Source: an optimization exercise on an open RTL-to-GDS flow (aim: small area, a short achievable clock period and few clock cycles per item). Production flows keep margins and buffers that such runs may drop. The RTL was checked by simulation tests, not by an equivalence proof against the original design. Power is estimated from default activity; no workload was simulated.

==> flow/design.v (excerpt) <==
module heading_pid_steer_controller (
   input  logic                  clock,
   input  logic                  reset,
   input  logic                  req_valid,
   output logic                  req_ready,
   input  logic [OP_W-1:0]       req_op,
   input  logic [ANGLE_IN_W-1:0] req_angle_in,
   input  logic [THROTTLE_W-1:0] req_throttle_in,
   input  logic                  req_enable_in,
   output logic                  rsp_valid,
   input  logic                  rsp_ready,
   output logic [STEER_W-1:0]    rsp_steer_out,
   output logic [THROTTLE_W-1:0] rsp_throttle_out,
   output logic                  rsp_in_band,
   input  logic                  csr_wr_en,
   input  logic [CSR_IDX_W-1:0]  csr_index,
   input  logic [CSR_DATA_W-1:0] csr_wr_data
);
Settings: LEC_CHECK=0, ABC_CLOCK_PERIOD_IN_PS=3000, CAP_MARGIN=20, CORE_MARGIN=2, CORE_UTILIZATION=40, SETUP_SLACK_MARGIN=2.5, SLEW_MARGIN=20; clock period 6.0 ns.
run.sh (not shown) runs the stock make flow with config.mk's settings and CLKGATE_MAP_FILE= SYNTH_SCRIPT=/design/flow/synth_recipe.tcl, a recipe that flattens the netlist after the stock synthesis.
The starting point completed with no timing, DRC or antenna violations.
Testbench counts at the start, summed over its fixed seeds: cycles 8,109, items 1,961.
Then changed:
--- a/flow/design.v
+++ b/flow/design.v
@@ -161,15 +161,16 @@
    localparam logic [2:0] B_I4  = 3'd3;
    localparam logic [2:0] B_I5  = 3'd4;
    logic [2:0]                   b_st;
    logic signed [HEADING_W-1:0]  b_err;
    logic signed [DIFF_W-1:0]     b_diff;
    logic signed [THROTTLE_W-1:0] b_thr, e_thr;
    logic                         b_dz;
-   logic signed [ACC_W-1:0]      acc;
+   logic signed [ACC_W-1:0]      acc;         
+   logic [ACC_W-1:0]             zs, zc;      
    logic signed [HEADING_W-1:0] w;
    logic                        jump, tick_on;
    logic signed [HEADING_W-1:0] err;
    logic                        inband;
    logic signed [DIFF_W-1:0]    diff;
    logic                        stall, adv;
    always_comb begin
@@ -312,15 +313,14 @@
    logic [15:0]        x_b_in;
    logic [8:0]         x_one, x_two, x_neg, enc_one, enc_two, enc_neg;
    logic               x_v, x_acc, x_gd, x_c15, x_c11;
    logic               x_v_in, x_acc_in, x_gd_in, x_c15_in, x_c11_in;
    logic [40:0]        y_s, y_c, mul_s, mul_c;
    logic               y_v, y_acc, y_gd, y_int;
    logic               x_int, x_int_in;
-   logic [ACC_W-1:0]   z_add;
    logic               e_v;
    hpid_benc u_benc (
       .b   (x_b_in),
       .one (enc_one),
       .two (enc_two),
       .neg (enc_neg)
    );
@@ -465,15 +465,16 @@
       x_c11 <= x_c11_in;
       y_s   <= mul_s;
       y_c   <= mul_c;
       y_acc <= x_acc;
       x_int <= x_int_in;
       y_int <= x_int;
       if (y_v) begin
-         acc <= y_s + y_c + z_add;
+         zs <= z_s_in;
+         zc <= z_c_in;
       end
       if (take_oob) begin
          b_err  <= j_err;
          b_diff <= j_diff;
          b_thr  <= j_thr;
          b_dz   <= j_dz;
       end
@@ -484,19 +485,32 @@
          bp_thr    <= (j_kind == J_BAND) ? j_thr : '0;
          bp_band   <= (j_kind == J_BAND);
          bp_behind <= (b_st != B_RDY) || (tp_drain && !e_fire);
       end else if (e_fire) begin
          bp_behind <= 1'b0;
       end
    end
+   logic [ACC_W-1:0] f_s, f_c, z_s_in, z_c_in, t_s, t_c;
    always_comb begin
-      if (y_acc)      z_add = acc;
-      else if (y_int) z_add = ACC_W'({{(ACC_W-16-INTEG_W){integ[INTEG_W-1]}}, integ, 16'd0});
-      else            z_add = '0;
+      if (y_acc) begin
+         f_s = zs;
+         f_c = zc;
+      end else if (y_int) begin
+         f_s = ACC_W'({{(ACC_W-16-INTEG_W){integ[INTEG_W-1]}}, integ, 16'd0});
+         f_c = '0;
+      end else begin
+         f_s = '0;
+         f_c = '0;
+      end
+      t_s    = y_s ^ y_c ^ f_s;
+      t_c    = ((y_s & y_c) | (y_s & f_s) | (y_c & f_s)) << 1;
+      z_s_in = t_s ^ t_c ^ f_c;
+      z_c_in = ((t_s & t_c) | (t_s & f_c) | (t_c & f_c)) << 1;
    end
+   assign acc = zs + zc;
    always_ff @(posedge clock) begin
       if (reset) begin
          rsp_valid <= 1'b0;
       end else if (e_fire || bp_fire || emit_job) begin
          rsp_valid <= 1'b1;
       end else if (rsp_ready) begin
          rsp_valid <= 1'b0;
The changed run completed with no timing, DRC or antenna violations.
Synthesized area went up by 5.9%.
Maximum frequency went down by about 20%.
Wire length went up by 4.3%.
Via count went up by 4.6%.
Utilization went up by 0.63 points.
Cell count went up by about 5%.
Die area went up by about 6%.
First-iteration DRC count went up by 9.7%.
Setup slack got worse by 0.93 ns.
Testbench counts after the change, summed over its fixed seeds: cycles 8,109, items 1,961.


== lane 1 ==
Another version of the RTL of heading_pid_steer_controller (not shown whole).
Size in the first run: roughly 560 flip-flops, ~94 I/O pins, roughly 0.037 sq mm of cells after synthesis.
clock: 6.0 ns
lec_check: 0
abc_clock_period_in_ps: 3300
cap_margin: 20
core_margin: 2
core_utilization: 45
cts_cluster_diameter: 120
cts_cluster_size: 24
setup_slack_margin: 2.3
slew_margin: 20
Testbench counts of lane 1, summed over its fixed seeds: cycles 7,740, items 1,961.
Modified inputs, lane 2 compared to lane 1
--- a/flow/design.v
+++ b/flow/design.v
@@ -421,18 +421,25 @@
             x_acc_in = 1'b1;
             x_gd_in  = 1'b1;
          end
          default: begin
             x_v_in   = take_oob;
             x_c15_in = 1'b1;
             x_int_in = !j_clr;
          end
       endcase
+      if (!x_v_in) begin
+         x_a_in   = '0;
+         x_acc_in = 1'b1;
+         x_c15_in = 1'b0;
+         x_c11_in = 1'b0;
+         x_int_in = 1'b0;
+      end
    end
    always_ff @(posedge clock) begin
       if (reset) begin
          b_st     <= B_RDY;
          integ    <= '0;
          last_err <= '0;
          x_v   <= 1'b0;
          x_gd  <= 1'b0;
          y_v   <= 1'b0;
@@ -480,39 +487,36 @@
       x_neg <= enc_neg;
       x_acc <= x_acc_in;
       x_c15 <= x_c15_in;
       x_c11 <= x_c11_in;
       y_s   <= mul_s;
       y_c   <= mul_c;
       y_acc <= x_acc;
       x_int <= x_int_in;
       y_int <= x_int;
-      if (y_v) begin
-         acc <= y_s + y_c + z_add;
-      end
+      acc <= y_s + y_c + z_add;
       if (take_oob) begin
          b_dz   <= (j_err == (j_clr ? HEADING_W'(0) : last_err));
       end
       if (b_st == B_I3) begin
          e_thr <= j_thr;
       end
       if (fill_bp) begin
          bp_thr    <= (j_kind == J_BAND) ? j_thr : '0;
          bp_band   <= (j_kind == J_BAND);
          bp_behind <= (b_st != B_RDY) || (tp_drain && !e_fire);
       end else if (e_fire) begin
          bp_behind <= 1'b0;
       end
    end
    always_comb begin
-      if (y_acc)      z_add = acc;
-      else if (y_int) z_add = ACC_W'({{(ACC_W-16-INTEG_W){integ[INTEG_W-1]}}, integ, 16'd0});
-      else            z_add = '0;
+      z_add = (acc & {ACC_W{y_acc}}) |
+              (ACC_W'({{(ACC_W-16-INTEG_W){integ[INTEG_W-1]}}, integ, 16'd0}) & {ACC_W{y_int}});
    end
    always_ff @(posedge clock) begin
       if (reset) begin
          rsp_valid <= 1'b0;
       end else if (e_fire || bp_fire || emit_job) begin
          rsp_valid <= 1'b1;
       end else if (rsp_ready) begin
          rsp_valid <= 1'b0;
       end
## What came out
Per the comparison of lane 2 with lane 1, combinational-cell power consumption moved up, synthesized-area fraction occupied by ao, oa, aoi and oai cells moved up, setup slack after layout moved up, total power shows an increase of about 35%. Diff lane 1 -> lane 2: power attributed to sequential cells moved up; number of combinational gates with multiple inputs moved down; largest net degree at the start of global routing moved down; count of clock buffers in the final design moved down; combinational share of power moved up. Going from lane 1 to lane 2, first-pass GRT wire length shrank by a few percent. Relative to lane 1, via count has decreased by 2.4% in lane 2. Lane 2: number of non-clock inverters in the layout higher than lane 1. Looking at met1 demand-to-capacity share in global routing across lane 2 and lane 1, the one that comes out higher is lane 2. Re fmax: lane 2 and lane 1 aren't equal, and the lower value belongs to lane 1. Lane 2 finished every stage and its layout cleared the timing, design-rule and antenna checks. Having completed the whole flow, lane 1 delivered a layout that passed the timing, design-rule and antenna checks.
Testbench counts of lane 2, summed over its fixed seeds: cycles 7,740, items 1,961.

static timing again, ports no longer ideal:
The results above use ideal ports. As a check the final layouts listed here were re-extracted and re-timed, cells and wires unchanged.
Step 1 (the two cells are an assumption about what drives the block):
set clk [get_ports {clock}]
set_driving_cell -lib_cell sky130_fd_sc_hd__clkbuf_16 $clk
set_driving_cell -lib_cell sky130_fd_sc_hd__buf_2 [delete_from_list [all_inputs] $clk]
Step 2 adds t to the input delays and takes it off the output delays; t is the mean of the earliest and latest rising clock arrival at the registers after step 1. Input paths then give back, and output paths get back, about the clock's delay inside the block.
Three values: no drivers, after step 1, after step 2; two values: the first two.
run | t (ns) | setup WS [ns] | worst hold slack (ns) | worst data-port slew with drivers (ns)
the first run of note 1 | 0.675 | 2.023 / 2.023 / 1.935 | 0.330 / 0.330 / 0.330 | 0.21
the second run of note 1 | 0.711 | 1.096 / 1.096 / 1.096 | 0.324 / 0.324 / 0.324 | 0.06
lane 1 | 0.681 | 2.324 / 2.324 / 2.324 | 0.315 / 0.315 / 0.315 | 0.05
lane 2 | 0.673 | 2.369 / 2.369 / 1.999 | 0.323 / 0.323 / 0.323 | 0.05
After both steps setup and hold are still met in every run listed. The setup slack of lane 2, which loses most, moves by 0.000 ns with the drivers and by -0.370 ns with both steps.
